This is an optimization exercise on Yosys and OpenROAD, whose aim is small area, a short achievable clock period and few clock cycles, not a production implementation.
Only simulation tests tie the RTL to the original design; equivalence was not proved.

$ cat flow/design.v
module neuron_pe #(
    parameter int N     = 6,
    parameter int BITS  = 16,
    parameter int FRAC  = 8
) (
    input  logic                  clk,
    input  logic                  rst_n,
    input  logic                  load_w,
    input  logic                  start,
    input  logic                  bp,
    input  logic [1:0]            act_sel,
    input  logic [N*BITS-1:0]     x,
    input  logic [N*BITS-1:0]     w,
    input  logic [BITS-1:0]       b,
    input  logic [BITS-1:0]       dz_in,
    input  logic [BITS-1:0]       w_in,
    input  logic [BITS-1:0]       lr,
    output logic                  busy,
    output logic                  done,
    output logic [BITS-1:0]       y,
    output logic [(N+1)*BITS-1:0] w_out
);
    typedef logic signed [15:0] word_t;
    function automatic word_t sadd(input word_t a, input word_t c);
        logic signed [16:0] s;
        s = {a[15], a} + {c[15], c};
        if (s[16] != s[15])
            sadd = {s[16], {15{~s[16]}}};
        else
            sadd = s[15:0];
    endfunction
    function automatic word_t act_gate(input logic [1:0] a, input logic neg,
                                       input word_t v);
        act_gate = v;
        if (neg && (a != 2'b00)) begin
            if (a == 2'b10)
                act_gate = v >>> 3;
            else
                act_gate = '0;
        end
    endfunction
    function automatic word_t mux1h7(input logic [6:0] s, input word_t d0,
                                     input word_t d1, input word_t d2,
                                     input word_t d3, input word_t d4,
                                     input word_t d5, input word_t d6);
        mux1h7 = ({16{s[0]}} & d0) | ({16{s[1]}} & d1) | ({16{s[2]}} & d2) |
                 ({16{s[3]}} & d3) | ({16{s[4]}} & d4) | ({16{s[5]}} & d5) |
                 ({16{s[6]}} & d6);
    endfunction
    logic         mode;        
    logic [4:0]   cnt;
    logic         zneg;
    logic [1:0]   act_r;
    word_t        store [0:6];
    word_t        xr    [0:5];
    word_t        lr_r;
    word_t        D;
    word_t        P;
    logic [23:0]  r0, r1;      
    logic         c8;
    logic [5:0]   sa_x;        
    logic         sa_p;        
    logic         sa_l;        
    logic [5:0]   sb_w;        
    logic         sb_d;        
    logic         sb_p;        
    logic         rot;         
    logic         s_d;         
    logic         s_b;         
    logic         f_acc;       
    logic         f_fin;       
    logic         b_g;         
    logic         b_t;         
    wire idle = ~busy;
    word_t opa, opb, prod, s_in1, sum;
    logic [23:0] n_r0, n_r1;
    logic        n_c8;
    always_comb begin
        opa = mux1h7({sa_l, sa_x}, xr[0], xr[1], xr[2], xr[3], xr[4], xr[5], lr_r)
            | ({16{sa_p}} & P);
        opb = mux1h7({sb_d, sb_w}, store[1], store[2], store[3], store[4],
                     store[5], store[6], D)
            | ({16{sb_p}} & P);
        s_in1 = ({16{s_b}} & store[0]) | ({16{s_d}} & D);
        sum = sadd(s_in1, prod);
    end
    np_pmul_s1 u_s1 (.a(opa), .b(opb), .r0(n_r0), .r1(n_r1), .c8(n_c8));
    np_pmul_s2 u_s2 (.r0(r0), .r1(r1), .c8(c8), .y(prod));
    logic       n_busy, n_mode, n_f, n_b;
    logic [4:0] n_cnt;
    always_comb begin
        if (idle) begin
            n_cnt  = '0;
            n_busy = start & ~load_w;
            n_mode = bp;
        end else begin
            n_cnt  = cnt + 5'd1;
            n_busy = ~done;
            n_mode = mode;
        end
        n_f = n_busy & ~n_mode;
        n_b = n_busy & n_mode;
    end
    logic [5:0] nb_x;
    logic       nb_ap, nb_al, nb_bd, nb_bp, nb_g, nb_t;
    logic       nb_u;
    always_comb begin
        nb_x  = '0;
        nb_ap = 1'b0; nb_al = 1'b0; nb_bd = 1'b0; nb_bp = 1'b0;
        nb_g  = 1'b0; nb_t  = 1'b0; nb_u  = 1'b0;
        case (n_cnt)
            5'd0:  begin nb_ap = 1'b1; nb_bd = 1'b1; end
            5'd1:  begin nb_g = 1'b1; end
            5'd2:  begin nb_al = 1'b1; nb_bd = 1'b1; end
            5'd3:  begin nb_x[0] = 1'b1; nb_bd = 1'b1; nb_u = 1'b1; end
            5'd4:  begin nb_x[1] = 1'b1; nb_bd = 1'b1; nb_t = 1'b1; end
            5'd5:  begin nb_al = 1'b1; nb_bp = 1'b1; nb_t = 1'b1; end
            5'd6:  begin nb_al = 1'b1; nb_bp = 1'b1; nb_u = 1'b1; end
            5'd7:  begin nb_x[2] = 1'b1; nb_bd = 1'b1; nb_u = 1'b1; end
            5'd8:  begin nb_x[3] = 1'b1; nb_bd = 1'b1; nb_t = 1'b1; end
            5'd9:  begin nb_al = 1'b1; nb_bp = 1'b1; nb_t = 1'b1; end
            5'd10: begin nb_al = 1'b1; nb_bp = 1'b1; nb_u = 1'b1; end
            5'd11: begin nb_x[4] = 1'b1; nb_bd = 1'b1; nb_u = 1'b1; end
            5'd12: begin nb_x[5] = 1'b1; nb_bd = 1'b1; nb_t = 1'b1; end
            5'd13: begin nb_al = 1'b1; nb_bp = 1'b1; nb_t = 1'b1; end
            5'd14: begin nb_al = 1'b1; nb_bp = 1'b1; nb_u = 1'b1; end
            5'd15: begin nb_u = 1'b1; end
            default: ;
        endcase
    end
    always_ff @(posedge clk or negedge rst_n) begin
        if (!rst_n) begin
            rot   <= 1'b0;
            f_fin <= 1'b0;
        end else begin
            rot   <= n_b && nb_u;
            f_fin <= n_f && n_cnt == 5'd6;
        end
    end
    always_ff @(posedge clk) begin
        for (int i = 0; i < 6; i++) begin
            sa_x[i] <= (n_f && n_cnt == 5'(i)) || (n_b && nb_x[i]);
            sb_w[i] <= n_f && n_cnt == 5'(i);
        end
        sa_p  <= n_b && nb_ap;
        sa_l  <= n_b && nb_al;
        sb_d  <= n_b && nb_bd;
        sb_p  <= n_b && nb_bp;
        s_d   <= n_f && n_cnt >= 5'd2;
        s_b   <= (n_f && n_cnt == 5'd1) || n_b;
        f_acc <= n_f && n_cnt >= 5'd1 && n_cnt <= 5'd5;
        b_g   <= n_b && nb_g;
        b_t   <= n_b && nb_t;
    end
    always_ff @(posedge clk) begin
        r0 <= n_r0;
        r1 <= n_r1;
        c8 <= n_c8;
        if (idle) begin
            for (int i = 0; i < 6; i++)
                xr[i] <= x[i*16 +: 16];
            lr_r  <= lr;
            act_r <= act_sel;
            D     <= dz_in;
            P     <= w_in;
        end else begin
            if (f_acc)
                D <= sum;
            else if (b_g)
                D <= act_gate(act_r, zneg, prod);
            if (b_t)
                P <= prod;
        end
    end
    always_ff @(posedge clk or negedge rst_n) begin
        if (!rst_n) begin
            busy <= 1'b0;
            done <= 1'b0;
            mode <= 1'b0;
            cnt  <= '0;
            zneg <= 1'b0;
            y    <= '0;
            for (int k = 0; k < 7; k++)
                store[k] <= '0;
        end else begin
            busy <= n_busy;
            mode <= n_mode;
            cnt  <= n_cnt;
            done <= f_fin || (busy && mode && cnt == 5'd15);
            if (f_fin) begin
                y    <= act_gate(act_r, sum[15], sum);
                zneg <= sum[15];
            end
            if (idle && load_w) begin
                store[0] <= b;
                for (int i = 0; i < 6; i++)
                    store[i + 1] <= w[i*16 +: 16];
            end
            if (rot) begin
                for (int k = 0; k < 6; k++)
                    store[k] <= store[k + 1];
                store[6] <= sum;
            end
        end
    end
    generate
        for (genvar k = 0; k <= 6; k++) begin : g_wout
            assign w_out[k*16 +: 16] = store[k];
        end
    endgenerate
endmodule
module np_pmul_s1 (
    input  logic [15:0] a,
    input  logic [15:0] b,
    output logic [23:0] r0,
    output logic [23:0] r1,
    output logic c8
);
    logic [16:0] bx;
    assign bx = {b, 1'b0};
    logic one0, two0, neg0;
    assign one0 = bx[1] ^ bx[0];
    assign two0 = (bx[2] & ~bx[1] & ~bx[0]) | (~bx[2] & bx[1] & bx[0]);
    assign neg0 = bx[2];
    logic [16:0] pp0;
    assign pp0[0] = ((one0 & a[0]) | (two0 & 1'b0)) ^ neg0;
    assign pp0[1] = ((one0 & a[1]) | (two0 & a[0])) ^ neg0;
    assign pp0[2] = ((one0 & a[2]) | (two0 & a[1])) ^ neg0;
    assign pp0[3] = ((one0 & a[3]) | (two0 & a[2])) ^ neg0;
    assign pp0[4] = ((one0 & a[4]) | (two0 & a[3])) ^ neg0;
    assign pp0[5] = ((one0 & a[5]) | (two0 & a[4])) ^ neg0;
    assign pp0[6] = ((one0 & a[6]) | (two0 & a[5])) ^ neg0;
    assign pp0[7] = ((one0 & a[7]) | (two0 & a[6])) ^ neg0;
    assign pp0[8] = ((one0 & a[8]) | (two0 & a[7])) ^ neg0;
    assign pp0[9] = ((one0 & a[9]) | (two0 & a[8])) ^ neg0;
    assign pp0[10] = ((one0 & a[10]) | (two0 & a[9])) ^ neg0;
    assign pp0[11] = ((one0 & a[11]) | (two0 & a[10])) ^ neg0;
    assign pp0[12] = ((one0 & a[12]) | (two0 & a[11])) ^ neg0;
    assign pp0[13] = ((one0 & a[13]) | (two0 & a[12])) ^ neg0;
    assign pp0[14] = ((one0 & a[14]) | (two0 & a[13])) ^ neg0;
    assign pp0[15] = ((one0 & a[15]) | (two0 & a[14])) ^ neg0;
    assign pp0[16] = ((one0 & a[15]) | (two0 & a[15])) ^ neg0;
    logic one1, two1, neg1;
    assign one1 = bx[3] ^ bx[2];
    assign two1 = (bx[4] & ~bx[3] & ~bx[2]) | (~bx[4] & bx[3] & bx[2]);
    assign neg1 = bx[4];
    logic [16:0] pp1;
    assign pp1[0] = ((one1 & a[0]) | (two1 & 1'b0)) ^ neg1;
    assign pp1[1] = ((one1 & a[1]) | (two1 & a[0])) ^ neg1;
    assign pp1[2] = ((one1 & a[2]) | (two1 & a[1])) ^ neg1;
    assign pp1[3] = ((one1 & a[3]) | (two1 & a[2])) ^ neg1;
    assign pp1[4] = ((one1 & a[4]) | (two1 & a[3])) ^ neg1;
    assign pp1[5] = ((one1 & a[5]) | (two1 & a[4])) ^ neg1;
    assign pp1[6] = ((one1 & a[6]) | (two1 & a[5])) ^ neg1;
    assign pp1[7] = ((one1 & a[7]) | (two1 & a[6])) ^ neg1;
    assign pp1[8] = ((one1 & a[8]) | (two1 & a[7])) ^ neg1;
    assign pp1[9] = ((one1 & a[9]) | (two1 & a[8])) ^ neg1;
    assign pp1[10] = ((one1 & a[10]) | (two1 & a[9])) ^ neg1;
    assign pp1[11] = ((one1 & a[11]) | (two1 & a[10])) ^ neg1;
    assign pp1[12] = ((one1 & a[12]) | (two1 & a[11])) ^ neg1;
    assign pp1[13] = ((one1 & a[13]) | (two1 & a[12])) ^ neg1;
    assign pp1[14] = ((one1 & a[14]) | (two1 & a[13])) ^ neg1;
    assign pp1[15] = ((one1 & a[15]) | (two1 & a[14])) ^ neg1;
    assign pp1[16] = ((one1 & a[15]) | (two1 & a[15])) ^ neg1;
    logic one2, two2, neg2;
    assign one2 = bx[5] ^ bx[4];
    assign two2 = (bx[6] & ~bx[5] & ~bx[4]) | (~bx[6] & bx[5] & bx[4]);
    assign neg2 = bx[6];
    logic [16:0] pp2;
    assign pp2[0] = ((one2 & a[0]) | (two2 & 1'b0)) ^ neg2;
    assign pp2[1] = ((one2 & a[1]) | (two2 & a[0])) ^ neg2;
    assign pp2[2] = ((one2 & a[2]) | (two2 & a[1])) ^ neg2;
    assign pp2[3] = ((one2 & a[3]) | (two2 & a[2])) ^ neg2;
    assign pp2[4] = ((one2 & a[4]) | (two2 & a[3])) ^ neg2;
    assign pp2[5] = ((one2 & a[5]) | (two2 & a[4])) ^ neg2;
    assign pp2[6] = ((one2 & a[6]) | (two2 & a[5])) ^ neg2;
    assign pp2[7] = ((one2 & a[7]) | (two2 & a[6])) ^ neg2;
    assign pp2[8] = ((one2 & a[8]) | (two2 & a[7])) ^ neg2;
    assign pp2[9] = ((one2 & a[9]) | (two2 & a[8])) ^ neg2;
    assign pp2[10] = ((one2 & a[10]) | (two2 & a[9])) ^ neg2;
    assign pp2[11] = ((one2 & a[11]) | (two2 & a[10])) ^ neg2;
    assign pp2[12] = ((one2 & a[12]) | (two2 & a[11])) ^ neg2;
    assign pp2[13] = ((one2 & a[13]) | (two2 & a[12])) ^ neg2;
    assign pp2[14] = ((one2 & a[14]) | (two2 & a[13])) ^ neg2;
    assign pp2[15] = ((one2 & a[15]) | (two2 & a[14])) ^ neg2;
    assign pp2[16] = ((one2 & a[15]) | (two2 & a[15])) ^ neg2;
    logic one3, two3, neg3;
    assign one3 = bx[7] ^ bx[6];
    assign two3 = (bx[8] & ~bx[7] & ~bx[6]) | (~bx[8] & bx[7] & bx[6]);
    assign neg3 = bx[8];
    logic [16:0] pp3;
    assign pp3[0] = ((one3 & a[0]) | (two3 & 1'b0)) ^ neg3;
    assign pp3[1] = ((one3 & a[1]) | (two3 & a[0])) ^ neg3;
    assign pp3[2] = ((one3 & a[2]) | (two3 & a[1])) ^ neg3;
    assign pp3[3] = ((one3 & a[3]) | (two3 & a[2])) ^ neg3;
    assign pp3[4] = ((one3 & a[4]) | (two3 & a[3])) ^ neg3;
    assign pp3[5] = ((one3 & a[5]) | (two3 & a[4])) ^ neg3;
    assign pp3[6] = ((one3 & a[6]) | (two3 & a[5])) ^ neg3;
    assign pp3[7] = ((one3 & a[7]) | (two3 & a[6])) ^ neg3;
    assign pp3[8] = ((one3 & a[8]) | (two3 & a[7])) ^ neg3;
    assign pp3[9] = ((one3 & a[9]) | (two3 & a[8])) ^ neg3;
    assign pp3[10] = ((one3 & a[10]) | (two3 & a[9])) ^ neg3;
    assign pp3[11] = ((one3 & a[11]) | (two3 & a[10])) ^ neg3;
    assign pp3[12] = ((one3 & a[12]) | (two3 & a[11])) ^ neg3;
    assign pp3[13] = ((one3 & a[13]) | (two3 & a[12])) ^ neg3;
    assign pp3[14] = ((one3 & a[14]) | (two3 & a[13])) ^ neg3;
    assign pp3[15] = ((one3 & a[15]) | (two3 & a[14])) ^ neg3;
    assign pp3[16] = ((one3 & a[15]) | (two3 & a[15])) ^ neg3;
    logic one4, two4, neg4;
    assign one4 = bx[9] ^ bx[8];
    assign two4 = (bx[10] & ~bx[9] & ~bx[8]) | (~bx[10] & bx[9] & bx[8]);
    assign neg4 = bx[10];
    logic [16:0] pp4;
    assign pp4[0] = ((one4 & a[0]) | (two4 & 1'b0)) ^ neg4;
    assign pp4[1] = ((one4 & a[1]) | (two4 & a[0])) ^ neg4;
    assign pp4[2] = ((one4 & a[2]) | (two4 & a[1])) ^ neg4;
    assign pp4[3] = ((one4 & a[3]) | (two4 & a[2])) ^ neg4;
    assign pp4[4] = ((one4 & a[4]) | (two4 & a[3])) ^ neg4;
    assign pp4[5] = ((one4 & a[5]) | (two4 & a[4])) ^ neg4;
    assign pp4[6] = ((one4 & a[6]) | (two4 & a[5])) ^ neg4;
    assign pp4[7] = ((one4 & a[7]) | (two4 & a[6])) ^ neg4;
    assign pp4[8] = ((one4 & a[8]) | (two4 & a[7])) ^ neg4;
    assign pp4[9] = ((one4 & a[9]) | (two4 & a[8])) ^ neg4;
    assign pp4[10] = ((one4 & a[10]) | (two4 & a[9])) ^ neg4;
    assign pp4[11] = ((one4 & a[11]) | (two4 & a[10])) ^ neg4;
    assign pp4[12] = ((one4 & a[12]) | (two4 & a[11])) ^ neg4;
    assign pp4[13] = ((one4 & a[13]) | (two4 & a[12])) ^ neg4;
    assign pp4[14] = ((one4 & a[14]) | (two4 & a[13])) ^ neg4;
    assign pp4[15] = ((one4 & a[15]) | (two4 & a[14])) ^ neg4;
    assign pp4[16] = ((one4 & a[15]) | (two4 & a[15])) ^ neg4;
    logic one5, two5, neg5;
    assign one5 = bx[11] ^ bx[10];
    assign two5 = (bx[12] & ~bx[11] & ~bx[10]) | (~bx[12] & bx[11] & bx[10]);
    assign neg5 = bx[12];
    logic [16:0] pp5;
    assign pp5[0] = ((one5 & a[0]) | (two5 & 1'b0)) ^ neg5;
    assign pp5[1] = ((one5 & a[1]) | (two5 & a[0])) ^ neg5;
    assign pp5[2] = ((one5 & a[2]) | (two5 & a[1])) ^ neg5;
    assign pp5[3] = ((one5 & a[3]) | (two5 & a[2])) ^ neg5;
    assign pp5[4] = ((one5 & a[4]) | (two5 & a[3])) ^ neg5;
    assign pp5[5] = ((one5 & a[5]) | (two5 & a[4])) ^ neg5;
    assign pp5[6] = ((one5 & a[6]) | (two5 & a[5])) ^ neg5;
    assign pp5[7] = ((one5 & a[7]) | (two5 & a[6])) ^ neg5;
    assign pp5[8] = ((one5 & a[8]) | (two5 & a[7])) ^ neg5;
    assign pp5[9] = ((one5 & a[9]) | (two5 & a[8])) ^ neg5;
    assign pp5[10] = ((one5 & a[10]) | (two5 & a[9])) ^ neg5;
    assign pp5[11] = ((one5 & a[11]) | (two5 & a[10])) ^ neg5;
    assign pp5[12] = ((one5 & a[12]) | (two5 & a[11])) ^ neg5;
    assign pp5[13] = ((one5 & a[13]) | (two5 & a[12])) ^ neg5;
    assign pp5[14] = ((one5 & a[14]) | (two5 & a[13])) ^ neg5;
    assign pp5[15] = ((one5 & a[15]) | (two5 & a[14])) ^ neg5;
    assign pp5[16] = ((one5 & a[15]) | (two5 & a[15])) ^ neg5;
    logic one6, two6, neg6;
    assign one6 = bx[13] ^ bx[12];
    assign two6 = (bx[14] & ~bx[13] & ~bx[12]) | (~bx[14] & bx[13] & bx[12]);
    assign neg6 = bx[14];
    logic [16:0] pp6;
    assign pp6[0] = ((one6 & a[0]) | (two6 & 1'b0)) ^ neg6;
    assign pp6[1] = ((one6 & a[1]) | (two6 & a[0])) ^ neg6;
    assign pp6[2] = ((one6 & a[2]) | (two6 & a[1])) ^ neg6;
    assign pp6[3] = ((one6 & a[3]) | (two6 & a[2])) ^ neg6;
    assign pp6[4] = ((one6 & a[4]) | (two6 & a[3])) ^ neg6;
    assign pp6[5] = ((one6 & a[5]) | (two6 & a[4])) ^ neg6;
    assign pp6[6] = ((one6 & a[6]) | (two6 & a[5])) ^ neg6;
    assign pp6[7] = ((one6 & a[7]) | (two6 & a[6])) ^ neg6;
    assign pp6[8] = ((one6 & a[8]) | (two6 & a[7])) ^ neg6;
    assign pp6[9] = ((one6 & a[9]) | (two6 & a[8])) ^ neg6;
    assign pp6[10] = ((one6 & a[10]) | (two6 & a[9])) ^ neg6;
    assign pp6[11] = ((one6 & a[11]) | (two6 & a[10])) ^ neg6;
    assign pp6[12] = ((one6 & a[12]) | (two6 & a[11])) ^ neg6;
    assign pp6[13] = ((one6 & a[13]) | (two6 & a[12])) ^ neg6;
    assign pp6[14] = ((one6 & a[14]) | (two6 & a[13])) ^ neg6;
    assign pp6[15] = ((one6 & a[15]) | (two6 & a[14])) ^ neg6;
    assign pp6[16] = ((one6 & a[15]) | (two6 & a[15])) ^ neg6;
    logic one7, two7, neg7;
    assign one7 = bx[15] ^ bx[14];
    assign two7 = (bx[16] & ~bx[15] & ~bx[14]) | (~bx[16] & bx[15] & bx[14]);
    assign neg7 = bx[16];
    logic [16:0] pp7;
    assign pp7[0] = ((one7 & a[0]) | (two7 & 1'b0)) ^ neg7;
    assign pp7[1] = ((one7 & a[1]) | (two7 & a[0])) ^ neg7;
    assign pp7[2] = ((one7 & a[2]) | (two7 & a[1])) ^ neg7;
    assign pp7[3] = ((one7 & a[3]) | (two7 & a[2])) ^ neg7;
    assign pp7[4] = ((one7 & a[4]) | (two7 & a[3])) ^ neg7;
    assign pp7[5] = ((one7 & a[5]) | (two7 & a[4])) ^ neg7;
    assign pp7[6] = ((one7 & a[6]) | (two7 & a[5])) ^ neg7;
    assign pp7[7] = ((one7 & a[7]) | (two7 & a[6])) ^ neg7;
    assign pp7[8] = ((one7 & a[8]) | (two7 & a[7])) ^ neg7;
    assign pp7[9] = ((one7 & a[9]) | (two7 & a[8])) ^ neg7;
    assign pp7[10] = ((one7 & a[10]) | (two7 & a[9])) ^ neg7;
    assign pp7[11] = ((one7 & a[11]) | (two7 & a[10])) ^ neg7;
    assign pp7[12] = ((one7 & a[12]) | (two7 & a[11])) ^ neg7;
    assign pp7[13] = ((one7 & a[13]) | (two7 & a[12])) ^ neg7;
    assign pp7[14] = ((one7 & a[14]) | (two7 & a[13])) ^ neg7;
    assign pp7[15] = ((one7 & a[15]) | (two7 & a[14])) ^ neg7;
    assign pp7[16] = ((one7 & a[15]) | (two7 & a[15])) ^ neg7;
    logic t1;
    logic t2;
    assign t1 = pp0[10] ^ pp1[8];
    assign t2 = pp0[10] & pp1[8];
    logic t3;
    logic t4;
    assign t3 = pp0[11] ^ pp1[9];
    assign t4 = pp0[11] & pp1[9];
    logic t5;
    logic t6;
    assign t5 = pp0[12] ^ pp1[10] ^ pp2[8];
    assign t6 = (pp0[12] & pp1[10]) | (pp0[12] & pp2[8]) | (pp1[10] & pp2[8]);
    logic t7;
    logic t8;
    assign t7 = pp3[6] ^ pp4[4];
    assign t8 = pp3[6] & pp4[4];
    logic t9;
    logic t10;
    assign t9 = pp0[13] ^ pp1[11] ^ pp2[9];
    assign t10 = (pp0[13] & pp1[11]) | (pp0[13] & pp2[9]) | (pp1[11] & pp2[9]);
    logic t11;
    logic t12;
    assign t11 = pp3[7] ^ pp4[5];
    assign t12 = pp3[7] & pp4[5];
    logic t13;
    logic t14;
    assign t13 = pp0[14] ^ pp1[12] ^ pp2[10];
    assign t14 = (pp0[14] & pp1[12]) | (pp0[14] & pp2[10]) | (pp1[12] & pp2[10]);
    logic t15;
    logic t16;
    assign t15 = pp3[8] ^ pp4[6] ^ pp5[4];
    assign t16 = (pp3[8] & pp4[6]) | (pp3[8] & pp5[4]) | (pp4[6] & pp5[4]);
    logic t17;
    logic t18;
    assign t17 = pp6[2] ^ pp7[0];
    assign t18 = pp6[2] & pp7[0];
    logic t19;
    logic t20;
    assign t19 = pp0[15] ^ pp1[13] ^ pp2[11];
    assign t20 = (pp0[15] & pp1[13]) | (pp0[15] & pp2[11]) | (pp1[13] & pp2[11]);
    logic t21;
    logic t22;
    assign t21 = pp3[9] ^ pp4[7] ^ pp5[5];
    assign t22 = (pp3[9] & pp4[7]) | (pp3[9] & pp5[5]) | (pp4[7] & pp5[5]);
    logic t23;
    logic t24;
    assign t23 = pp6[3] ^ pp7[1];
    assign t24 = pp6[3] & pp7[1];
    logic t25;
    logic t26;
    assign t25 = ~pp0[16] ^ pp1[14] ^ pp2[12];
    assign t26 = (~pp0[16] & pp1[14]) | (~pp0[16] & pp2[12]) | (pp1[14] & pp2[12]);
    logic t27;
    logic t28;
    assign t27 = pp3[10] ^ pp4[8] ^ pp5[6];
    assign t28 = (pp3[10] & pp4[8]) | (pp3[10] & pp5[6]) | (pp4[8] & pp5[6]);
    logic t29;
    logic t30;
    assign t29 = pp6[4] ^ pp7[2] ^ 1'b1;
    assign t30 = (pp6[4] & pp7[2]) | (pp6[4] & 1'b1) | (pp7[2] & 1'b1);
    logic t31;
    logic t32;
    assign t31 = pp1[15] ^ pp2[13] ^ pp3[11];
    assign t32 = (pp1[15] & pp2[13]) | (pp1[15] & pp3[11]) | (pp2[13] & pp3[11]);
    logic t33;
    logic t34;
    assign t33 = pp4[9] ^ pp5[7] ^ pp6[5];
    assign t34 = (pp4[9] & pp5[7]) | (pp4[9] & pp6[5]) | (pp5[7] & pp6[5]);
    logic t35;
    logic t36;
    assign t35 = pp7[3] ^ 1'b1;
    assign t36 = pp7[3] & 1'b1;
    logic t37;
    logic t38;
    assign t37 = ~pp1[16] ^ pp2[14] ^ pp3[12];
    assign t38 = (~pp1[16] & pp2[14]) | (~pp1[16] & pp3[12]) | (pp2[14] & pp3[12]);
    logic t39;
    logic t40;
    assign t39 = pp4[10] ^ pp5[8] ^ pp6[6];
    assign t40 = (pp4[10] & pp5[8]) | (pp4[10] & pp6[6]) | (pp5[8] & pp6[6]);
    logic t41;
    logic t42;
    assign t41 = pp2[15] ^ pp3[13] ^ pp4[11];
    assign t42 = (pp2[15] & pp3[13]) | (pp2[15] & pp4[11]) | (pp3[13] & pp4[11]);
    logic t43;
    logic t44;
    assign t43 = pp5[9] ^ pp6[7];
    assign t44 = pp5[9] & pp6[7];
    logic t45;
    logic t46;
    assign t45 = ~pp2[16] ^ pp3[14] ^ pp4[12];
    assign t46 = (~pp2[16] & pp3[14]) | (~pp2[16] & pp4[12]) | (pp3[14] & pp4[12]);
    logic t47;
    logic t48;
    assign t47 = pp3[15] ^ pp4[13];
    assign t48 = pp3[15] & pp4[13];
    logic t49;
    logic t50;
    assign t49 = pp0[6] ^ pp1[4];
    assign t50 = pp0[6] & pp1[4];
    logic t51;
    logic t52;
    assign t51 = pp0[7] ^ pp1[5];
    assign t52 = pp0[7] & pp1[5];
    logic t53;
    logic t54;
    assign t53 = pp0[8] ^ pp1[6] ^ pp2[4];
    assign t54 = (pp0[8] & pp1[6]) | (pp0[8] & pp2[4]) | (pp1[6] & pp2[4]);
    logic t55;
    logic t56;
    assign t55 = pp3[2] ^ pp4[0];
    assign t56 = pp3[2] & pp4[0];
    logic t57;
    logic t58;
    assign t57 = pp0[9] ^ pp1[7] ^ pp2[5];
    assign t58 = (pp0[9] & pp1[7]) | (pp0[9] & pp2[5]) | (pp1[7] & pp2[5]);
    logic t59;
    logic t60;
    assign t59 = pp3[3] ^ pp4[1];
    assign t60 = pp3[3] & pp4[1];
    logic t61;
    logic t62;
    assign t61 = t1 ^ pp2[6] ^ pp3[4];
    assign t62 = (t1 & pp2[6]) | (t1 & pp3[4]) | (pp2[6] & pp3[4]);
    logic t63;
    logic t64;
    assign t63 = pp4[2] ^ pp5[0] ^ neg5;
    assign t64 = (pp4[2] & pp5[0]) | (pp4[2] & neg5) | (pp5[0] & neg5);
    logic t65;
    logic t66;
    assign t65 = t2 ^ t3 ^ pp2[7];
    assign t66 = (t2 & t3) | (t2 & pp2[7]) | (t3 & pp2[7]);
    logic t67;
    logic t68;
    assign t67 = pp3[5] ^ pp4[3] ^ pp5[1];
    assign t68 = (pp3[5] & pp4[3]) | (pp3[5] & pp5[1]) | (pp4[3] & pp5[1]);
    logic t69;
    logic t70;
    assign t69 = t4 ^ t5 ^ t7;
    assign t70 = (t4 & t5) | (t4 & t7) | (t5 & t7);
    logic t71;
    logic t72;
    assign t71 = pp5[2] ^ pp6[0] ^ neg6;
    assign t72 = (pp5[2] & pp6[0]) | (pp5[2] & neg6) | (pp6[0] & neg6);
    logic t73;
    logic t74;
    assign t73 = t6 ^ t8 ^ t9;
    assign t74 = (t6 & t8) | (t6 & t9) | (t8 & t9);
    logic t75;
    logic t76;
    assign t75 = t11 ^ pp5[3] ^ pp6[1];
    assign t76 = (t11 & pp5[3]) | (t11 & pp6[1]) | (pp5[3] & pp6[1]);
    logic t77;
    logic t78;
    assign t77 = t10 ^ t12 ^ t13;
    assign t78 = (t10 & t12) | (t10 & t13) | (t12 & t13);
    logic t79;
    logic t80;
    assign t79 = t15 ^ t17 ^ neg7;
    assign t80 = (t15 & t17) | (t15 & neg7) | (t17 & neg7);
    logic t81;
    logic t82;
    assign t81 = t14 ^ t16 ^ t18;
    assign t82 = (t14 & t16) | (t14 & t18) | (t16 & t18);
    logic t83;
    logic t84;
    assign t83 = t19 ^ t21 ^ t23;
    assign t84 = (t19 & t21) | (t19 & t23) | (t21 & t23);
    logic t85;
    logic t86;
    assign t85 = t20 ^ t22 ^ t24;
    assign t86 = (t20 & t22) | (t20 & t24) | (t22 & t24);
    logic t87;
    logic t88;
    assign t87 = t25 ^ t27 ^ t29;
    assign t88 = (t25 & t27) | (t25 & t29) | (t27 & t29);
    logic t89;
    logic t90;
    assign t89 = t26 ^ t28 ^ t30;
    assign t90 = (t26 & t28) | (t26 & t30) | (t28 & t30);
    logic t91;
    logic t92;
    assign t91 = t31 ^ t33 ^ t35;
    assign t92 = (t31 & t33) | (t31 & t35) | (t33 & t35);
    logic t93;
    logic t94;
    assign t93 = t32 ^ t34 ^ t36;
    assign t94 = (t32 & t34) | (t32 & t36) | (t34 & t36);
    logic t95;
    logic t96;
    assign t95 = t37 ^ t39 ^ pp7[4];
    assign t96 = (t37 & t39) | (t37 & pp7[4]) | (t39 & pp7[4]);
    logic t97;
    logic t98;
    assign t97 = t38 ^ t40 ^ t41;
    assign t98 = (t38 & t40) | (t38 & t41) | (t40 & t41);
    logic t99;
    logic t100;
    assign t99 = t43 ^ pp7[5] ^ 1'b1;
    assign t100 = (t43 & pp7[5]) | (t43 & 1'b1) | (pp7[5] & 1'b1);
    logic t101;
    logic t102;
    assign t101 = t42 ^ t44 ^ t45;
    assign t102 = (t42 & t44) | (t42 & t45) | (t44 & t45);
    logic t103;
    logic t104;
    assign t103 = pp5[10] ^ pp6[8] ^ pp7[6];
    assign t104 = (pp5[10] & pp6[8]) | (pp5[10] & pp7[6]) | (pp6[8] & pp7[6]);
    logic t105;
    logic t106;
    assign t105 = t46 ^ t47 ^ pp5[11];
    assign t106 = (t46 & t47) | (t46 & pp5[11]) | (t47 & pp5[11]);
    logic t107;
    logic t108;
    assign t107 = pp6[9] ^ pp7[7] ^ 1'b1;
    assign t108 = (pp6[9] & pp7[7]) | (pp6[9] & 1'b1) | (pp7[7] & 1'b1);
    logic t109;
    logic t110;
    assign t109 = t48 ^ ~pp3[16] ^ pp4[14];
    assign t110 = (t48 & ~pp3[16]) | (t48 & pp4[14]) | (~pp3[16] & pp4[14]);
    logic t111;
    logic t112;
    assign t111 = pp5[12] ^ pp6[10] ^ pp7[8];
    assign t112 = (pp5[12] & pp6[10]) | (pp5[12] & pp7[8]) | (pp6[10] & pp7[8]);
    logic t113;
    logic t114;
    assign t113 = pp4[15] ^ pp5[13] ^ pp6[11];
    assign t114 = (pp4[15] & pp5[13]) | (pp4[15] & pp6[11]) | (pp5[13] & pp6[11]);
    logic t115;
    logic t116;
    assign t115 = pp7[9] ^ 1'b1;
    assign t116 = pp7[9] & 1'b1;
    logic t117;
    logic t118;
    assign t117 = ~pp4[16] ^ pp5[14] ^ pp6[12];
    assign t118 = (~pp4[16] & pp5[14]) | (~pp4[16] & pp6[12]) | (pp5[14] & pp6[12]);
    logic t119;
    logic t120;
    assign t119 = pp5[15] ^ pp6[13];
    assign t120 = pp5[15] & pp6[13];
    logic t121;
    logic t122;
    assign t121 = pp0[4] ^ pp1[2];
    assign t122 = pp0[4] & pp1[2];
    logic t123;
    logic t124;
    assign t123 = pp0[5] ^ pp1[3];
    assign t124 = pp0[5] & pp1[3];
    logic t125;
    logic t126;
    assign t125 = t49 ^ pp2[2] ^ pp3[0];
    assign t126 = (t49 & pp2[2]) | (t49 & pp3[0]) | (pp2[2] & pp3[0]);
    logic t127;
    logic t128;
    assign t127 = t50 ^ t51 ^ pp2[3];
    assign t128 = (t50 & t51) | (t50 & pp2[3]) | (t51 & pp2[3]);
    logic t129;
    logic t130;
    assign t129 = t52 ^ t53 ^ t55;
    assign t130 = (t52 & t53) | (t52 & t55) | (t53 & t55);
    logic t131;
    logic t132;
    assign t131 = t54 ^ t56 ^ t57;
    assign t132 = (t54 & t56) | (t54 & t57) | (t56 & t57);
    logic t133;
    logic t134;
    assign t133 = t58 ^ t60 ^ t61;
    assign t134 = (t58 & t60) | (t58 & t61) | (t60 & t61);
    logic t135;
    logic t136;
    assign t135 = t62 ^ t64 ^ t65;
    assign t136 = (t62 & t64) | (t62 & t65) | (t64 & t65);
    logic t137;
    logic t138;
    assign t137 = t66 ^ t68 ^ t69;
    assign t138 = (t66 & t68) | (t66 & t69) | (t68 & t69);
    logic t139;
    logic t140;
    assign t139 = t70 ^ t72 ^ t73;
    assign t140 = (t70 & t72) | (t70 & t73) | (t72 & t73);
    logic t141;
    logic t142;
    assign t141 = t74 ^ t76 ^ t77;
    assign t142 = (t74 & t76) | (t74 & t77) | (t76 & t77);
    logic t143;
    logic t144;
    assign t143 = t78 ^ t80 ^ t81;
    assign t144 = (t78 & t80) | (t78 & t81) | (t80 & t81);
    logic t145;
    logic t146;
    assign t145 = t82 ^ t84 ^ t85;
    assign t146 = (t82 & t84) | (t82 & t85) | (t84 & t85);
    logic t147;
    logic t148;
    assign t147 = t86 ^ t88 ^ t89;
    assign t148 = (t86 & t88) | (t86 & t89) | (t88 & t89);
    logic t149;
    logic t150;
    assign t149 = t90 ^ t92 ^ t93;
    assign t150 = (t90 & t92) | (t90 & t93) | (t92 & t93);
    logic t151;
    logic t152;
    assign t151 = t94 ^ t96 ^ t97;
    assign t152 = (t94 & t96) | (t94 & t97) | (t96 & t97);
    logic t153;
    logic t154;
    assign t153 = t98 ^ t100 ^ t101;
    assign t154 = (t98 & t100) | (t98 & t101) | (t100 & t101);
    logic t155;
    logic t156;
    assign t155 = t102 ^ t104 ^ t105;
    assign t156 = (t102 & t104) | (t102 & t105) | (t104 & t105);
    logic t157;
    logic t158;
    assign t157 = t106 ^ t108 ^ t109;
    assign t158 = (t106 & t108) | (t106 & t109) | (t108 & t109);
    logic t159;
    logic t160;
    assign t159 = t110 ^ t112 ^ t113;
    assign t160 = (t110 & t112) | (t110 & t113) | (t112 & t113);
    logic t161;
    logic t162;
    assign t161 = t114 ^ t116 ^ t117;
    assign t162 = (t114 & t116) | (t114 & t117) | (t116 & t117);
    logic t163;
    logic t164;
    assign t163 = t118 ^ t119 ^ pp7[11];
    assign t164 = (t118 & t119) | (t118 & pp7[11]) | (t119 & pp7[11]);
    logic t165;
    logic t166;
    assign t165 = t120 ^ ~pp5[16] ^ pp6[14];
    assign t166 = (t120 & ~pp5[16]) | (t120 & pp6[14]) | (~pp5[16] & pp6[14]);
    logic t167;
    logic t168;
    assign t167 = pp6[15] ^ pp7[13];
    assign t168 = pp6[15] & pp7[13];
    logic t169;
    logic t170;
    assign t169 = pp0[2] ^ pp1[0];
    assign t170 = pp0[2] & pp1[0];
    logic t171;
    logic t172;
    assign t171 = pp0[3] ^ pp1[1];
    assign t172 = pp0[3] & pp1[1];
    logic t173;
    logic t174;
    assign t173 = t121 ^ pp2[0] ^ neg2;
    assign t174 = (t121 & pp2[0]) | (t121 & neg2) | (pp2[0] & neg2);
    logic t175;
    logic t176;
    assign t175 = t122 ^ t123 ^ pp2[1];
    assign t176 = (t122 & t123) | (t122 & pp2[1]) | (t123 & pp2[1]);
    logic t177;
    logic t178;
    assign t177 = t124 ^ t125 ^ neg3;
    assign t178 = (t124 & t125) | (t124 & neg3) | (t125 & neg3);
    logic t179;
    logic t180;
    assign t179 = t126 ^ t127 ^ pp3[1];
    assign t180 = (t126 & t127) | (t126 & pp3[1]) | (t127 & pp3[1]);
    logic t181;
    logic t182;
    assign t181 = t128 ^ t129 ^ neg4;
    assign t182 = (t128 & t129) | (t128 & neg4) | (t129 & neg4);
    logic t183;
    logic t184;
    assign t183 = t130 ^ t131 ^ t59;
    assign t184 = (t130 & t131) | (t130 & t59) | (t131 & t59);
    logic t185;
    logic t186;
    assign t185 = t132 ^ t133 ^ t63;
    assign t186 = (t132 & t133) | (t132 & t63) | (t133 & t63);
    logic t187;
    logic t188;
    assign t187 = t134 ^ t135 ^ t67;
    assign t188 = (t134 & t135) | (t134 & t67) | (t135 & t67);
    logic t189;
    logic t190;
    assign t189 = t136 ^ t137 ^ t71;
    assign t190 = (t136 & t137) | (t136 & t71) | (t137 & t71);
    logic t191;
    logic t192;
    assign t191 = t138 ^ t139 ^ t75;
    assign t192 = (t138 & t139) | (t138 & t75) | (t139 & t75);
    logic t193;
    logic t194;
    assign t193 = t140 ^ t141 ^ t79;
    assign t194 = (t140 & t141) | (t140 & t79) | (t141 & t79);
    logic t195;
    logic t196;
    assign t195 = t142 ^ t143 ^ t83;
    assign t196 = (t142 & t143) | (t142 & t83) | (t143 & t83);
    logic t197;
    logic t198;
    assign t197 = t144 ^ t145 ^ t87;
    assign t198 = (t144 & t145) | (t144 & t87) | (t145 & t87);
    logic t199;
    logic t200;
    assign t199 = t146 ^ t147 ^ t91;
    assign t200 = (t146 & t147) | (t146 & t91) | (t147 & t91);
    logic t201;
    logic t202;
    assign t201 = t148 ^ t149 ^ t95;
    assign t202 = (t148 & t149) | (t148 & t95) | (t149 & t95);
    logic t203;
    logic t204;
    assign t203 = t150 ^ t151 ^ t99;
    assign t204 = (t150 & t151) | (t150 & t99) | (t151 & t99);
    logic t205;
    logic t206;
    assign t205 = t152 ^ t153 ^ t103;
    assign t206 = (t152 & t153) | (t152 & t103) | (t153 & t103);
    logic t207;
    logic t208;
    assign t207 = t154 ^ t155 ^ t107;
    assign t208 = (t154 & t155) | (t154 & t107) | (t155 & t107);
    logic t209;
    logic t210;
    assign t209 = t156 ^ t157 ^ t111;
    assign t210 = (t156 & t157) | (t156 & t111) | (t157 & t111);
    logic t211;
    logic t212;
    assign t211 = t158 ^ t159 ^ t115;
    assign t212 = (t158 & t159) | (t158 & t115) | (t159 & t115);
    logic t213;
    logic t214;
    assign t213 = t160 ^ t161 ^ pp7[10];
    assign t214 = (t160 & t161) | (t160 & pp7[10]) | (t161 & pp7[10]);
    logic t215;
    logic t216;
    assign t215 = t162 ^ t163 ^ 1'b1;
    assign t216 = (t162 & t163) | (t162 & 1'b1) | (t163 & 1'b1);
    logic t217;
    logic t218;
    assign t217 = t164 ^ t165 ^ pp7[12];
    assign t218 = (t164 & t165) | (t164 & pp7[12]) | (t165 & pp7[12]);
    logic t219;
    logic t220;
    assign t219 = t166 ^ t167 ^ 1'b1;
    assign t220 = (t166 & t167) | (t166 & 1'b1) | (t167 & 1'b1);
    logic t221;
    logic t222;
    assign t221 = t168 ^ ~pp6[16] ^ pp7[14];
    assign t222 = (t168 & ~pp6[16]) | (t168 & pp7[14]) | (~pp6[16] & pp7[14]);
    logic t223;
    logic t224;
    assign t223 = pp7[15] ^ 1'b1;
    assign t224 = pp7[15] & 1'b1;
    logic [31:0] s0, s1;
    logic [8:0] lo;
    assign s0 = {1'b1, t224, t222, t220, t218, t216, t214, t212, t210, t208, t206, t204, t202, t200, t198, t196, t194, t192, t190, t188, t186, t184, t182, t180, t178, t176, t174, t172, t170, t169, pp0[1], pp0[0]};
    assign s1 = {1'b0, ~pp7[16], t223, t221, t219, t217, t215, t213, t211, t209, t207, t205, t203, t201, t199, t197, t195, t193, t191, t189, t187, t185, t183, t181, t179, t177, t175, t173, t171, neg1, 1'b0, neg0};
    assign lo = {1'b0, s0[7:0]} + {1'b0, s1[7:0]};
    assign r0 = s0[31:8];
    assign r1 = s1[31:8];
    assign c8 = lo[8];
endmodule
module np_pmul_s2 (
    input  logic [23:0] r0,
    input  logic [23:0] r1,
    input  logic        c8,
    output logic [15:0] y
);
    logic [23:0] p;
    assign p = r0 + r1 + {23'd0, c8};
    wire ovf = ~((&p[23:15]) | ~(|p[23:15]));
    assign y = ovf ? {p[23], {15{~p[23]}}} : p[15:0];
endmodule
$ cat flow/flow/run.sh
#!/bin/bash
# Layout flow: the standard ORFS flow (standard synthesis unchanged), with
# the port buffers that global placement inserts made plain buf_1 cells
# instead of the default delay buffers. Every port still gets its buffer.
set -euo pipefail
export BUFFER_PORTS_ARGS="-buffer_cell sky130_fd_sc_hd__buf_1"
bash standard.sh > standard.log 2>&1
$ cat flow/standard.sh
#!/bin/bash
# synth_recipe.tcl (not shown) runs the flow's synth.tcl, then flattens the netlist and writes it again
# the make line also repeats each setting of config.mk as NAME=value (left out here)
make -C /OpenROAD-flow-scripts/flow DESIGN_CONFIG=/design/flow/config.mk WORK_HOME=/design/flow/orfs CLKGATE_MAP_FILE= SYNTH_SCRIPT=/design/flow/synth_recipe.tcl "${@:-finish}"
$ cat flow/config.mk
export PLATFORM = sky130hd
export DESIGN_NAME = neuron_pe
export DESIGN_NICKNAME = neuron_pe
export VERILOG_FILES = /design/flow/design.v
export SDC_FILE = /design/flow/constraint.sdc
export NUM_CORES = 4
export LEC_CHECK = 0
export ABC_AREA = 1
export CAP_MARGIN = 60
export CORE_MARGIN = 2
export CORE_UTILIZATION = 40
export SLEW_MARGIN = 80
$ cat flow/constraint.sdc
create_clock -name core_clock -period 22.0 [get_ports {clk}]
set_input_delay 4.4000 -clock core_clock [delete_from_list [all_inputs] [get_ports {clk}]]
set_output_delay 4.4000 -clock core_clock [all_outputs]
set_load 0.01 [all_outputs]
==> summary.md, run 1 <==
| Metric | Value |
|---|---|
| R2r endpoint | D[1] |
| Syn Nets | 3,040 |
| Number of global-route vias before repair | 20,200 |
| Post-CTS Resized | 0 |
| Largest stage delay, worst path | 0.54 ns |
| Antenna-violating nets left | 0 |
| Nets | 3,432 |
| Root Driver | clkbuf_16 |
| H-tree Lvls | 2 |
| Worst EP arrival | 6.07 ns |
| Clock slew at reported path FFs | 0.06 ns |
| Crit path capture type | register |
| DR vias | 20,800 |
| PortBufs | 392 |
| Min-delay worst type | register to register |
| CTS sink cnt | 353 |
| R2r setup slk | 16.27 ns |
| DR vias/cell | 5.49 |
| Most Frequent Cell on Critical Path | nand2_1 |
| Fin crit share | 26.1% |
| Post-Syn Area per Cell | 8.60 µm² |
| First-pass GRT wire length | 124 mm |
| Dpl cells | 3,709 |
| Critical Path RT | 22.34 ns |
| Pre-CTS setup slack | 15.93 ns |
| Die area | 58,100 µm² |
| Worst Max-Slew Pin Slew | 0.324 ns |
| Drc violations | 0 |
| Row Count | 86 |
| CP Class | register to register |
| Post-synthesis to final-layout area growth | 22.3% |
| Min Clock Period, post-route | 5.73 ns |
| Initial Util | 40.7% |
| # setup viols final | 0 |
| Hold Path Sink | y[2] |
| Outcome | complete, no violations |
| # fillers | 5,366 |
| Die height | 241 µm |
| Fin Clk Skew | 0.0595 ns |
| Maximum Capacitance Violations | 0 |
| Synth warn | 3 |
| DRT iter0 DRCs | 2,153 |
| Inserted Clock Buffers | 42 |
| Final WS setup | 16.27 ns |
| Setup bufs post-CTS | 0 |
| Final Max Tran Viols | 0 |
| Core ar. | 55,300 µm² |
| Syn Std Cell Area | 22,500 µm² |
| Async SR Flop Fraction | 39.4% |
| GPL Wtd Cong | 0.966 |
| Slowest-stage cell, CP | fa_1 |
| Layout Cells excl Fill | 3,795 |
| Post-Layout Inst Area | 27,500 µm² |
| R2R depth | 29 |
| Detailed Route WL | 83.9 mm |
| Dpl hpwl | 65.8 mm |
| Cell area after placement | 25,800 µm² |
| Layout cells sized above 1 | 12.0% |
| Antenna violations before repair | 7 |
| Dominant synthesized flop cell | edfxtp_1 |
| Post-Syn Instances | 2,617 |
| Grt total ovfl | 0 |
| RSZ-0062 raised after global routing | false |
| Slew HR | 78.3% |
| First drt pass iteration count | 6 |
| Final hold vios | 0 |
| Seq/Total Area, Yosys | 41.0% |
| Synth unique cells | 58 |
| Hold_sp | y[2] |
| DR WL/cell | 22.1 µm |
| Largest net degree at the start of global routing | 65 |
| Die width | 241 µm |
| Hold Path Depth | 2 |
| CP Launch Type | register |
| #FFs+latches synth | 353 |
| Setup tns final | 0 ns |
| EDFF count, synth | 146 |
| CTS Hold Bufs | 0 |
| Overall routing resource usage | 28.5% |
| Crit-path max FO | 22 |
| Worst r2r src | r0[0] |
| # IOs | 393 |
| Fmax | 174 MHz |
| CTS Buffer Depth | 3 |
| Later-pin clock latency in the skew report | 0.59 ns |
| CTS tree | yes |
## cell type report
class,count,area (µm²),share of cell area (%)
repair buffers,476,2410,8.77
clock buffers,60,1180,4.29
inverters,343,1340,4.88
diodes,5,12.5,0.0455
well taps,748,936,3.40
clock inverters,17,312,1.13
flip-flops and latches,353,9290,33.8
multi-input cells,1793,12000,43.7
## cell families (layout without fill, tap and decap cells)
kind of cell | after synthesis | in the layout | synth area share [%]
other | 0 | 5 | 0
XOR/XNOR | 154 | 154 | 6.00
adder cells (fa/ha/maj) | 160 | 160 | 11.8
buffers and inverters | 471 | 896 | 8.55
AO/OA/AOI/OAI | 496 | 496 | 14.3
flip-flops | 353 | 353 | 41.0
AND/OR/NAND/NOR | 983 | 983 | 18.4
## routing by layer
layer / vias up / wire length [µm] / GRT usage [%]
li1: 9524 / - / -
met1: 10200 / 35500 / 40.2
met2: 1006 / 38100 / 44.3
met3: 150 / 7640 / 5.34
met4: 4 / 2620 / 8.92
met5: - / 28 / 0
## registers in the layout, indices dropped and copies added, names as in the netlist, 6 cells and up
register,cells
store,112
xr,96
r0,23
r1,23
D,16
P,16
lr_r,16
y,16
sa_x,6
sb_w,6
## critical path, delay by kind of cell (launching register included)
kind	cells	cell delay, ns
AO/OA/AOI/OAI	4	0.69
adder cells (fa/ha/maj)	4	1.70
buffers and inverters	2	0.46
flip-flops	1	0.31
AND/OR/NAND/NOR	19	2.36
## cell usage after synthesis (28+ instances only)
library cell,instances,area [µm²]
xor2_1,136,1190
nor2_1,180,676
nand4_1,35,219
a31oi_1,33,206
buf_2,40,200
dfrtp_1,139,3480
inv_1,328,1230
fa_1,86,1720
a21oi_1,82,410
ha_1,74,926
o211ai_1,28,210
o22ai_1,196,1230
nand2_1,620,2330
o21ai_0,72,360
nand3_1,74,370
clkbuf_1,64,240
dfxtp_1,68,1360
edfxtp_1,146,4380
## how the worst max path moves through the flow
stage / startpoint / to / slack (ns)
3_3_place_gp: load_w / store[1][9] / 15.28
5_1_grt: r0[0] / D[1] / 15.95
2_1_floorplan: load_w / store[1][11] / 16.33
4_1_cts: store[0][2] / w_out[2] / 16.29
6_report: r0[0] / D[1] / 16.27
3_5_place_dp: load_w / store[2][9] / 15.93
## cell usage in the layout (no fill, tap or decap), types with 8 or more instances in the layout
cell type	Yosys	layout
buf_16	0	9
buf_1	6	397
a22o_1	9	9
inv_2	12	16
nand3_1	74	74
xor2_1	136	125
o211ai_1	28	28
nand4_1	35	35
o22ai_1	196	185
fa_1	86	86
a21oi_1	82	72
clkbuf_1	64	14
a221oi_2	8	11
ha_1	74	74
o21ai_1	11	23
xor2_2	0	11
dfrtp_1	139	131
xnor2_1	18	14
edfxtp_1	146	146
dfxtp_1	68	50
a221oi_1	21	15
nor2_1	180	168
nand2_1	620	611
inv_4	3	8
nand2_4	6	17
o22ai_2	10	21
a21oi_2	2	11
buf_4	13	24
nand2_2	21	17
o21ai_0	72	48
buf_8	1	11
a31oi_1	33	31
buf_2	40	16
nor2_2	13	20
o21ai_2	5	10
dfxtp_4	0	14
clkbuf_16	0	43
inv_1	328	313
## stage by stage
step / hold slack (ns) / utilization [%]
floorplan: 0.468 / -
detailed placement: 0.489 / 46.6
finish: 0.495 / 49.7
global placement: 0.482 / 44.4
CTS: 0.514 / 49.3
global route: 0.534 / 49.7
Testbench counts, summed over its fixed seeds: cycles 10,392.
==> run 2: changes to the inputs <==
--- a/flow/config.mk
+++ b/flow/config.mk
@@ -8,5 +8,5 @@
 export ABC_AREA = 1
-export CAP_MARGIN = 60
+export CAP_MARGIN = 20
 export CORE_MARGIN = 2
 export CORE_UTILIZATION = 40
-export SLEW_MARGIN = 80
+export SLEW_MARGIN = 60
==> summary.md, run 2 <==
| Metric | Value |
|---|---|
| CP Class | input port to register |
| DR WL/cell | 22.2 µm |
| Synth unique cells | 58 |
| PortBufs | 392 |
| Syn Std Cell Area | 22,500 µm² |
| Setup tns final | 0 ns |
| Top-count cell post-synth | nand2_1 |
| Inserted Clock Buffers | 41 |
| Setup bufs post-CTS | 0 |
| Largest stage delay, worst path | 0.56 ns |
| GPL Wtd Cong | 0.966 |
| #FFs+latches synth | 353 |
| DR vias | 20,600 |
| Most common cell after layout, fill and taps aside | nand2_1 |
| Row Count | 86 |
| Worst Max-Slew Pin Slew | 0.604 ns |
| Largest net degree at the start of global routing | 74 |
| Syn Nets | 3,040 |
| CTS sink cnt | 353 |
| Worst-path cell chain | buf_1 -> inv_1 -> nor2_1 -> nor2_4 -> buf_6 -> inv_4 -> buf_4 -> o211ai_1 -> o21ai_0 |
| Outcome | complete, no violations |
| Yosys top cell area share | 19.5% |
| Layout cells sized above 1 | 7.68% |
| Root Driver | clkbuf_16 |
| Min Clock Period, post-route | 5.96 ns |
| Area contributors post-synth | edfxtp_1, dfrtp_1, nand2_1 |
| H-tree Lvls | 2 |
| Crit path max-delay family | buffers and inverters |
| Final hold vios | 0 |
| CP Launch Type | input port |
| Fmax | 168 MHz |
| First drt pass iteration count | 5 |
| Most flop-heavy register | store |
| Layout Cells excl Fill | 3,748 |
| Antenna-violating nets left | 0 |
| Final WS setup | 16.04 ns |
| Clock slew at reported path FFs | 0.06 ns |
| Post-synthesis to final-layout area growth | 16.2% |
| CTS Hold Bufs | 0 |
| Crit-path max FO | 55 |
| Dpl hpwl | 64.3 mm |
| RSZ-0062 raised after global routing | false |
| First-pass GRT wire length | 124 mm |
| DR vias/cell | 5.50 |
| Antenna violations before repair | 9 |
| # setup viols final | 0 |
| Post-CTS Resized | 0 |
| Pre-CTS setup slack | 15.42 ns |
| Slew HR | 59.4% |
| Post-Syn Area per Cell | 8.60 µm² |
| Seq/Total Area, Yosys | 41.0% |
| Min-delay worst type | register to register |
| Overall routing resource usage | 28.4% |
| Final Max Tran Viols | 0 |
| Most frequent cells in the layout | nand2_1, buf_1, inv_1, o22ai_1, nor2_1 |
| Die area | 58,100 µm² |
| Core ar. | 55,300 µm² |
| Die width | 241 µm |
| DRT iter0 DRCs | 2,326 |
| Yosys top cell by area | edfxtp_1 |
| # IOs | 393 |
| Post-Syn Instances | 2,617 |
| Synth top cells by count | nand2_1, inv_1, o22ai_1, nor2_1, edfxtp_1 |
| Crit path capture type | register |
| CTS tree | yes |
| Maximum Capacitance Violations | 0 |
| Critical Path RT | 22.48 ns |
| Grt total ovfl | 0 |
| Detailed Route WL | 83.4 mm |
| Worst EP arrival | 6.44 ns |
| CP bufs+invs | 5 |
| Largest registers in the final layout | store: 112 flops, xr: 96 flops |
| Fin Clk Skew | 0.0342 ns |
| Initial Util | 40.7% |
| Utilization after layout | 47.3% |
| Die height | 241 µm |
| Fin crit share | 27.1% |
| Max reg flops | 112 |
| Synth warn | 3 |
| Slowest-stage cell, CP | buf_4 |
| Number of global-route vias before repair | 20,000 |
| EDFF count, synth | 146 |
| Dominant synthesized flop cell | edfxtp_1 |
| Drc violations | 0 |
| Async SR Flop Fraction | 39.4% |
| Dpl cells | 3,665 |
| CTS Buffer Depth | 3 |
| Nets | 3,387 |
| Later-pin clock latency in the skew report | 0.57 ns |
[run 2: tightest hold or removal path, delay by kind of cell, from the launching register on]
kind | cells | cell delay, ns
AO/OA/AOI/OAI | 1 | 0.06
flip-flops | 1 | 0.35
AND/OR/NAND/NOR | 1 | 0.05
[run 2: kinds of logic (layout without fill, tap and decap cells)]
kind of cell             after synthesis  after routing  share of synthesized area [%]
other                                  0              5                              0
adder cells (fa/ha/maj)              160            160                           11.8
AO/OA/AOI/OAI                        496            496                           14.3
AND/OR/NAND/NOR                      983            983                           18.4
XOR/XNOR                             154            154                           6.00
buffers and inverters                471            849                           8.55
flip-flops                           353            353                           41.0
[run 2: per-layer routing]
layer / vias up / GRT usage [%] / share of wire (%)
met3: 154 / 6.49 / 8.7
met4: 6 / 9.93 / 3.6
met1: 10000 / 39.2 / 43
li1: 9432 / - / -
met5: - / 0 / 0.042
met2: 989 / 44.0 / 45
[run 2: final timing paths]
kind                       startpoint          end  slack, ns  cells past startpoint
max in group asynchronous       rst_n  store[2][9]      17.10                      5
hold / removal                  y[15]        y[15]       0.50                      2
setup reg to reg                r0[0]         D[5]      16.09                     30
setup / recovery               load_w  store[2][9]      16.04                      9
min in group asynchronous       rst_n        y[12]       3.82                      2
hold reg to reg                 y[15]        y[15]       0.50                      2
[run 2: layout make-up]
class,count,area (µm²)
Fill cell,5462,29200
Multi-Input combinational cell,1793,11500
Sequential cell,353,9240
Timing Repair Buffer,432,1880
Inverter,343,1300
Clock buffer,59,1150
Tap cell,748,936
Clock inverter,15,163
Antenna cell,5,12.5
[run 2: per-stage QoR]
stage          cell area (µm²)  hold slack [ns]
2_1_floorplan            22500            0.468
3_3_place_gp             24600            0.482
3_5_place_dp             24700            0.489
4_1_cts                  26100            0.503
5_1_grt                  26100            0.546
6_report                 26100            0.495
==> run 3: changes to the inputs <==
--- a/flow/config.mk
+++ b/flow/config.mk
@@ -11,2 +11,4 @@
 export CORE_UTILIZATION = 40
+export CTS_BUF_LIST = sky130_fd_sc_hd__clkbuf_4 sky130_fd_sc_hd__clkbuf_8
+export CTS_CLUSTER_SIZE = 30
 export SLEW_MARGIN = 60
==> summary.md, run 3 <==
| Metric | Value |
|---|---|
| Outcome | complete, no violations |
| CTS tree | yes |
| Row Count | 86 |
| Post-Syn Area per Cell | 8.60 µm² |
| Critical Path RT | 22.42 ns |
| # setup viols final | 0 |
| Synth unique cells | 58 |
| Die area | 58,100 µm² |
| Seq/Total Area, Yosys | 41.0% |
| Fin crit share | 27.1% |
| Slowest-stage cell, CP | fa_1 |
| Die width | 241 µm |
| RSZ-0062 raised after global routing | false |
| Top-count cell post-synth | nand2_1 |
| Dpl hpwl | 64.3 mm |
| First drt pass iteration count | 5 |
| Largest registers in the final layout | store: 112 flops, xr: 96 flops |
| CP bufs+invs | 1 |
| Most flop-heavy register | store |
| Synth top cells by count | nand2_1, inv_1, o22ai_1, nor2_1, edfxtp_1 |
| Crit path capture type | register |
| PortBufs | 392 |
| Min Clock Period, post-route | 5.97 ns |
| Inserted Clock Buffers | 61 |
| Post-CTS Resized | 0 |
| Largest net degree at the start of global routing | 74 |
| Synth warn | 3 |
| DRT iter0 DRCs | 2,158 |
| CP Launch Type | register |
| Post-Layout Inst Area | 26,200 µm² |
| Nets | 3,408 |
| CTS sink cnt | 353 |
| CP Class | register to register |
| Final hold vios | 0 |
| Number of global-route vias before repair | 20,000 |
| H-tree Lvls | 2 |
| Clock slew at reported path FFs | 0.06 ns |
| Worst Max-Slew Pin Slew | 0.644 ns |
| EDFF count, synth | 146 |
| Syn Std Cell Area | 22,500 µm² |
| Die height | 241 µm |
| Maximum Capacitance Violations | 0 |
| Most Frequent Cell on Critical Path | nand2_1 |
| Core ar. | 55,300 µm² |
| Setup bufs post-CTS | 0 |
| Overall routing resource usage | 28.4% |
| GPL Wtd Cong | 0.966 |
| Antenna violations before repair | 9 |
| Area contributors post-synth | edfxtp_1, dfrtp_1, nand2_1 |
| Grt total ovfl | 0 |
| Root Driver | clkbuf_8 |
| DR vias | 20,800 |
| Post-synthesis to final-layout area growth | 16.5% |
| R2r setup slk | 16.03 ns |
| Cell area after placement | 24,700 µm² |
| Yosys top cell area share | 19.5% |
| DR WL/cell | 22.1 µm |
| First-pass GRT wire length | 124 mm |
| Crit-path max FO | 22 |
| Final Max Tran Viols | 0 |
| Syn Nets | 3,040 |
| #FFs+latches synth | 353 |
| Initial Util | 40.7% |
| Min-delay worst type | register to register |
| Most frequent cells in the layout | nand2_1, buf_1, inv_1, o22ai_1, nor2_1 |
| Slew HR | 56.6% |
| Later-pin clock latency in the skew report | 0.70 ns |
| Antenna-violating nets left | 0 |
| CTS Buffer Depth | 3 |
| Fmax | 167 MHz |
| Post-Syn Instances | 2,617 |
| Crit path max-delay family | simple AND/OR/NAND/NOR gates |
| DR vias/cell | 5.48 |
| Setup tns final | 0 ns |
| Max reg flops | 112 |
| Largest stage delay, worst path | 0.53 ns |
| Most common cell after layout, fill and taps aside | nand2_1 |
| Fin Clk Skew | 0.0604 ns |
| # IOs | 393 |
| Drc violations | 0 |
| Async SR Flop Fraction | 39.4% |
| Yosys top cell by area | edfxtp_1 |
| Worst EP arrival | 6.39 ns |
| Dominant synthesized flop cell | edfxtp_1 |
| Detailed Route WL | 83.7 mm |
| CTS Hold Bufs | 0 |
| Layout cells sized above 1 | 9.41% |
[run 3: cell counts after synthesis]
Identical to the previous run, type by type.
[run 3: through the flow]
stage,std cells,hold slack (ns),utilization (%),worst slack [ns]
floorplan,2617,0.468,-,16.33
global placement,3662,0.482,44.4,15.28
detailed placement,3665,0.489,44.7,15.42
CTS,3781,0.503,47.2,15.96
global route,3791,0.546,47.4,15.66
finish,3791,0.495,47.4,16.03
[run 3: final timing paths]
kind / startpoint / end / cells after the start
min reg2reg: y[15] / y[15] / 2
min: y[15] / y[15] / 2
max reg2reg: r0[0] / D[5] / 30
max in group asynchronous: rst_n / store[1][11] / 5
min in group asynchronous: rst_n / y[2] / 2
max: r0[0] / D[5] / 30
[run 3: per-layer routing]
layer | track usage, % | wire length [µm]
met1 | 39.1 | 35700
met2 | 43.9 | 37500
met3 | 6.31 | 7380
met4 | 10.5 | 3070
met5 | 0 | 42
[run 3: cell families (layout without fill, tap and decap cells)]
group,Yosys count,after routing,share of synthesized area (%)
flops,353,353,41.0
compound gates,496,496,14.3
other cells,0,5,0
xor+xnor,154,154,6.00
fa+ha+maj,160,160,11.8
simple gates,983,983,18.4
buf+inv,471,892,8.55
[run 3: area by class of cell]
class                   count  area [µm²]
diodes                      5        12.5
clock buffers             103        1250
clock inverters            13         105
fillers                  5493       29100
inverters                 343        1300
multi-input cells        1793       11500
flip-flops and latches    353        9240
well taps                 748         936
repair buffers            433        1890
[run 3: worst register-to-register path, delay by kind of cell, from the launching register on]
family,cells,cell delay [ns]
and+or+nand+nor,21,2.79
adders and majority gates,4,1.69
AOI/OAI and AO/OA,4,0.86
DFF,1,0.31
buffers and inverters,1,0.06

afterwards: timing with drivers on the ports:
How much do the figures lean on ideal ports? The routed layouts below were timed once more, with nothing changed but the port constraints. Step 1: set_driving_cell puts a clkbuf_16 on clk and a buf_2 on each other input, an assumption about the parent block. Step 2 times the ports against the registers' clock, not the clock port: input delays grow and output delays shrink by t, the midpoint of the rising clock arrivals with the driver on. Three values: ideal, step 1, step 2; two values: the first two.
run	t (ns)	setup slack, ns	worst hold slack (ns)	latest minus earliest clock arrival (ns)	pins driven straight from the clock port
run 1	0.615	16.267 / 16.229 / 15.827	0.495 / 0.495 / 0.495	0.060 / 0.060	1
run 2	0.616	16.041 / 16.079 / 15.463	0.495 / 0.495 / 0.495	0.034 / 0.034	1
run 3	0.732	16.028 / 16.028 / 15.551	0.495 / 0.495 / 0.495	0.060 / 0.061	1
After both steps setup and hold are still met in every run listed. For run 2, which loses most, drivers alone change the setup slack by +0.038 ns; drivers and shift together by -0.578 ns.
